Background: an optimization exercise with open tools, aiming at small area. Do not read the settings as production practice. In this exercise RTL edits were held to simulation tests only and were not proved equivalent to the original. Power figures rest on the tool's default switching activity, not on a simulated workload.

[flow/config.mk]
export PLATFORM = sky130hd
export DESIGN_NAME = eth_tx_arbiter
export DESIGN_NICKNAME = eth_tx_arbiter
export VERILOG_FILES = /design/flow/design.v
export SDC_FILE = /design/flow/constraint.sdc
export NUM_CORES = 4
export LEC_CHECK = 0
export CAP_MARGIN = 20
export CORE_AREA = 5 5 595 595
export DIE_AREA = 0 0 600 600
export SLEW_MARGIN = 20
[flow/constraint.sdc]
create_clock -name core_clock -period 5.0 [get_ports {clk}]
set_input_delay 1.0000 -clock core_clock [delete_from_list [all_inputs] [get_ports {clk}]]
set_output_delay 1.0000 -clock core_clock [all_outputs]
set_load 0.01 [all_outputs]
[flow/design.v]
module eth_tx_arbiter #(
  parameter int DATA_W  = 512,
  parameter int EMPTY_W = 6
) (
  input  logic               clk,
  input  logic               rst,
  input  logic [DATA_W-1:0]  in0_data,
  input  logic               in0_valid,
  input  logic               in0_sop,
  input  logic               in0_eop,
  input  logic [EMPTY_W-1:0] in0_empty,
  output logic               in0_ready,
  input  logic [DATA_W-1:0]  in1_data,
  input  logic               in1_valid,
  input  logic               in1_sop,
  input  logic               in1_eop,
  input  logic [EMPTY_W-1:0] in1_empty,
  output logic               in1_ready,
  output logic [DATA_W-1:0]  out_data,
  output logic               out_valid,
  output logic               out_sop,
  output logic               out_eop,
  output logic [EMPTY_W-1:0] out_empty,
  input  logic               out_ready,
  output logic [31:0]        pkt_cnt0,
  output logic [31:0]        pkt_cnt1,
  output logic               proto_err
);
  typedef enum logic [1:0] {IDLE, GRANT0, GRANT1} state_t;
  state_t state;
  logic   last_grant;
  logic   first_beat;
  logic               out_free;
  logic               xfer0;
  logic               xfer1;
  logic               xfer;
  logic [DATA_W-1:0]  sel_data;
  logic               sel_sop;
  logic               sel_eop;
  logic [EMPTY_W-1:0] sel_empty;
  assign out_free  = !out_valid || out_ready;
  assign in0_ready = (state == GRANT0) && out_free;
  assign in1_ready = (state == GRANT1) && out_free;
  assign xfer0     = in0_valid && in0_ready;
  assign xfer1     = in1_valid && in1_ready;
  assign xfer      = xfer0 || xfer1;
  assign sel_data  = (state == GRANT1) ? in1_data  : in0_data;
  assign sel_sop   = (state == GRANT1) ? in1_sop   : in0_sop;
  assign sel_eop   = (state == GRANT1) ? in1_eop   : in0_eop;
  assign sel_empty = (state == GRANT1) ? in1_empty : in0_empty;
  always_ff @(posedge clk or posedge rst) begin
    if (rst) begin
      state      <= IDLE;
      last_grant <= 1'b1;
      first_beat <= 1'b1;
      out_valid  <= 1'b0;
      out_sop    <= 1'b0;
      out_eop    <= 1'b0;
      out_data   <= '0;
      out_empty  <= '0;
      pkt_cnt0   <= 32'd0;
      pkt_cnt1   <= 32'd0;
      proto_err  <= 1'b0;
    end else begin
      if (xfer) begin
        out_valid  <= 1'b1;
        out_data   <= sel_data;
        out_sop    <= sel_sop;
        out_eop    <= sel_eop;
        out_empty  <= sel_empty;
        first_beat <= sel_eop;
        if (first_beat && !sel_sop) proto_err <= 1'b1;
      end else if (out_ready) begin
        out_valid <= 1'b0;
      end
      if (xfer0 && in0_eop) pkt_cnt0 <= pkt_cnt0 + 32'd1;
      if (xfer1 && in1_eop) pkt_cnt1 <= pkt_cnt1 + 32'd1;
      case (state)
        IDLE: begin
          if (in0_valid && (!in1_valid || last_grant)) begin
            state      <= GRANT0;
            last_grant <= 1'b0;
            first_beat <= 1'b1;
          end else if (in1_valid) begin
            state      <= GRANT1;
            last_grant <= 1'b1;
            first_beat <= 1'b1;
          end
        end
        GRANT0: begin
          if (xfer0 && in0_eop) begin
            if (in1_valid) begin
              state      <= GRANT1;
              last_grant <= 1'b1;
            end
          end else if (first_beat && !xfer0) begin
            if (in1_valid) begin
              state      <= GRANT1;
              last_grant <= 1'b1;
            end else if (!in0_valid) begin
              state <= IDLE;
            end
          end
        end
        GRANT1: begin
          if (xfer1 && in1_eop) begin
            if (in0_valid) begin
              state      <= GRANT0;
              last_grant <= 1'b0;
            end
          end else if (first_beat && !xfer1) begin
            if (in0_valid) begin
              state      <= GRANT0;
              last_grant <= 1'b0;
            end else if (!in1_valid) begin
              state <= IDLE;
            end
          end
        end
        default: state <= IDLE;
      endcase
    end
  end
endmodule
[flow/run.sh]
#!/bin/bash
# synth_recipe.tcl (not shown) runs the flow's synth.tcl, then flattens the netlist and writes it again
# the make line also repeats each setting of config.mk as NAME=value (left out here)
make -C /OpenROAD-flow-scripts/flow DESIGN_CONFIG=/design/flow/config.mk WORK_HOME=/design/flow/orfs CLKGATE_MAP_FILE= SYNTH_SCRIPT=/design/flow/synth_recipe.tcl finish
==> summary.txt <==
status = timing/DRC/antenna clean
final layout net count = 5,240
pre-CTS setup slack = 944 ps
Register Area = 0.0148 sq mm
Detailed Route Iter0 Violations = 1,813
Setup Skew = 44.9 ps
clock share of power = 19.4%
Least-Margin Pin Slew = 1090 ps
Hold Fails Final Rpt = 0
register area share after synthesis = 54.9%
Initial DRT Pass Iterations = 5
CP Class = primary input to output port
final design area excluding fillers = 0.0519 sq mm
CTS tree = built
r2r worst-path depth = 6
initial antenna violation count = 277
Startpoint Class = primary input
worst-case setup margin in the final layout = 1030 ps
CTS resizes = 0
Synth Instances = 2,566
Hold/Removal Path Class = register to register
global-route usage over all layers = 16.1%
PortBufs = 1,632
Post-CTS Setup Bufs = 0
DPL Wire Length = 274,000 um
DRT met1 WL = 99,800 um
Sw Ratio = 45.7%
Warnings, synthesis = 1
I/O pin total = 1,633
number of synthesized flops with an enable pin = 0
Mapped Area = 0.0269 sq mm
fill cell count = 39.0k
hold path depth = 1
Via Count = 27.5k
antenna-violating nets left = 0
die area = 0.360 sq mm
Slew Limit Fails = 0
clk latency of the worst-skew pair = 830 ps
FF-to-FF Start = state[0]$_DFFE_PP0P_
final setup vio count = 0
RSZ-0062 raised after global routing = false
Cell Area, Placed = 0.0491 sq mm
Worst EP required = 4000 ps
Hold EP = proto_err$_DFFE_PP0P_
Max Cap Viol = 0
max layer used = met5
VDD IR-drop max = 0.000267 V
Comb pwr share = 54.9%
FFs w/ async S/R, synth = 100%
vias per cell = 3.10
Hold Buf Count CTS = 0
Post-synth top flop = dfrtp_1
Multi-input gate area = 0.0114 sq mm
part of the power in registers = 25.7%
minimum clock period after layout = 3970 ps
Final period util = 79.4%
Initial Utilization = 7.76%
reg2reg setup slack = 1970 ps
Syn Nets = 3,617
count of cell types in the netlist = 43
Avg Cell Area, Syn = 10.5 sq um
internal power = 17.4 mW
post-route DRC violation count = 0
data arrival time of the critical path = 2970 ps
row cnt = 216
final WL = 304,000 um
P_sw = 14.6 mW
PwrDens = 616 mW/mm^2
global-route wire length before repair = 358,000 um
die height = 600 um
Max-Slew Margin vs Limit = 27.1%
core area = 0.346 sq mm
fraction of layout cells with a size suffix above 1 = 5.69%
die width = 600 um
Clock Tree Root = clkbuf_16
# H-tree levels = 3
average wire per standard cell = 34.3 um
CTS Buffer Depth = 4
Routed met3 length = 51,000 um
most frequent cells in the layout = clkdlybuf4s50_1 (1,621), dfrtp_1 (588), nor2_1 (531)
GPL Wtd Cong = 0.973
commonest non-fill, non-tap cell in the layout = clkdlybuf4s50_1
Hold WS = 474 ps
clock net sink count = 590
clock slew at reported path FFs = 60 ps
CP max FO = 2
crit end category = output port
Congestion Overflow GR = 0
Synth Register Bits = 590
number of global-route vias before repair = 26.6k
Area growth syn-to-layout = 93.2%
fmax = 252 MHz
Leak = 19.0 nW
Hold Crit Start = proto_err$_DFFE_PP0P_
met2 wire len = 142,000 um
largest net degree at the start of global routing = 129
Num CTS Buffers = 84
Reg2Reg Capture Point = out_data[53]$_DFFE_PP0P_
stage by stage:
step	TNS (ps)	util, %	power, mW	std cells
final	0	15.0	32.0	8867
after global routing	0	15.0	34.1	8845
after CTS	0	15.0	33.1	8828
after detailed placement	0	14.2	26.6	8681
after global placement	0	14.2	26.5	8681
after floorplan	-2380090	-	14.4	2566
power groups by stage:
| stage | sequential, mW | clock (mW) | combinational (mW) |
|---|---|---|---|
| floorplan | 9.07 | 0 | 5.29 |
| global route | 8.52 | 6.59 | 19.0 |
| global placement | 8.19 | 0 | 18.3 |
| CTS | 8.25 | 6.46 | 18.4 |
| finish | 8.24 | 6.20 | 17.6 |
| detailed placement | 8.26 | 0 | 18.3 |
routing by layer:
metal | global-route usage (%) | up-vias
met3 | 11.8 | 606
met1 | 15.9 | 13000
met4 | 4.50 | 156
met5 | 0 | -
li1 | - | 12200
met2 | 26.6 | 1542
worst max-delay path: stages:
cell and delay, ps:
clkdlybuf4s50_1 580, nand2b_1 210, and2_1 510, clkdlybuf4s50_1 650
flip-flops by register name, indices dropped and copies added, names as in the netlist:
name,cells
state,2
pkt_cnt1,32
pkt_cnt0,32
out_valid,1
out_empty,6
out_sop,1
last_grant,1
first_beat,1
out_data,512
out_eop,1
proto_err,1
kinds of logic (layout without fill, tap and decap cells):
| kind of cell | count (synthesis) | in the layout | synth area share, % |
|---|---|---|---|
| other | 0 | 39 | 0 |
| AO/OA/AOI/OAI | 541 | 541 | 10.2 |
| buffers and inverters | 186 | 1870 | 2.87 |
| multiplexers | 522 | 522 | 19.4 |
| AND/OR/NAND/NOR | 659 | 659 | 10.2 |
| adder cells (fa/ha/maj) | 6 | 6 | 0.279 |
| XOR/XNOR | 62 | 62 | 2.02 |
| flip-flops | 590 | 590 | 54.9 |
area by class of cell:
cell class | count | share of cell area [%]
Antenna cell | 39 | 0.188
Tap cell | 4578 | 11.0
Clock buffer | 115 | 4.56
Timing Repair Buffer | 1716 | 33.2
Clock inverter | 32 | 0.684
Multi-Input combinational cell | 1790 | 21.9
Sequential cell | 590 | 28.4
Inverter | 7 | 0.0578
worst max path at each step:
stage                         startpoint  slack (ps)                 endpoint
finish                         out_ready        1030                in0_ready
CTS                 state[0]$_DFFE_PP0P_         870                in1_ready
global placement               out_ready         920                in0_ready
detailed placement             out_ready         940                in0_ready
floorplan                            rst       -4040  out_data[0]$_DFFE_PP0P_
global route        state[0]$_DFFE_PP0P_         890                in1_ready
synth_stat cells, types with 3 or more instances:
| library cell | number | share of area [%] |
|---|---|---|
| o21ai_0 | 6 | 0.11 |
| and3_1 | 14 | 0.33 |
| ha_1 | 6 | 0.28 |
| xnor2_1 | 43 | 1.4 |
| a21boi_0 | 3 | 0.084 |
| clkbuf_1 | 128 | 1.8 |
| a21oi_1 | 520 | 9.7 |
| nand4_1 | 16 | 0.37 |
| nor2b_1 | 4 | 0.093 |
| buf_1 | 3 | 0.042 |
| nor3_1 | 9 | 0.17 |
| mux2i_1 | 520 | 19 |
| nand3_1 | 23 | 0.43 |
| and2_1 | 4 | 0.093 |
| buf_2 | 46 | 0.86 |
| nand2_1 | 38 | 0.53 |
| xor2_1 | 19 | 0.62 |
| dfrtp_1 | 588 | 55 |
| and4_1 | 6 | 0.20 |
| inv_1 | 7 | 0.098 |
| nor2_1 | 531 | 7.4 |

afterwards: timing with drivers on the ports:
The flow's constraints put no driver on any port. The routed layout listed below was extracted and timed again, unchanged, in two steps. Step 1, drivers: a clkbuf_16 drives clk and a buf_2 each remaining input, both assumed. Step 2 times the ports against the registers' clock, not the clock port: input delays grow and output delays shrink by t, the midpoint of the rising clock arrivals with the driver on. a / b / c = ideal / step 1 / step 2; a / b = the first two.
t (ns): 0.870
slack for setup (ns): 1.029 / 1.000 / 0.939
worst setup path after step 2: input to register
After both steps setup and hold are still met in this run. For this run, drivers alone change the setup slack by -0.029 ns; drivers and shift together by -0.090 ns.
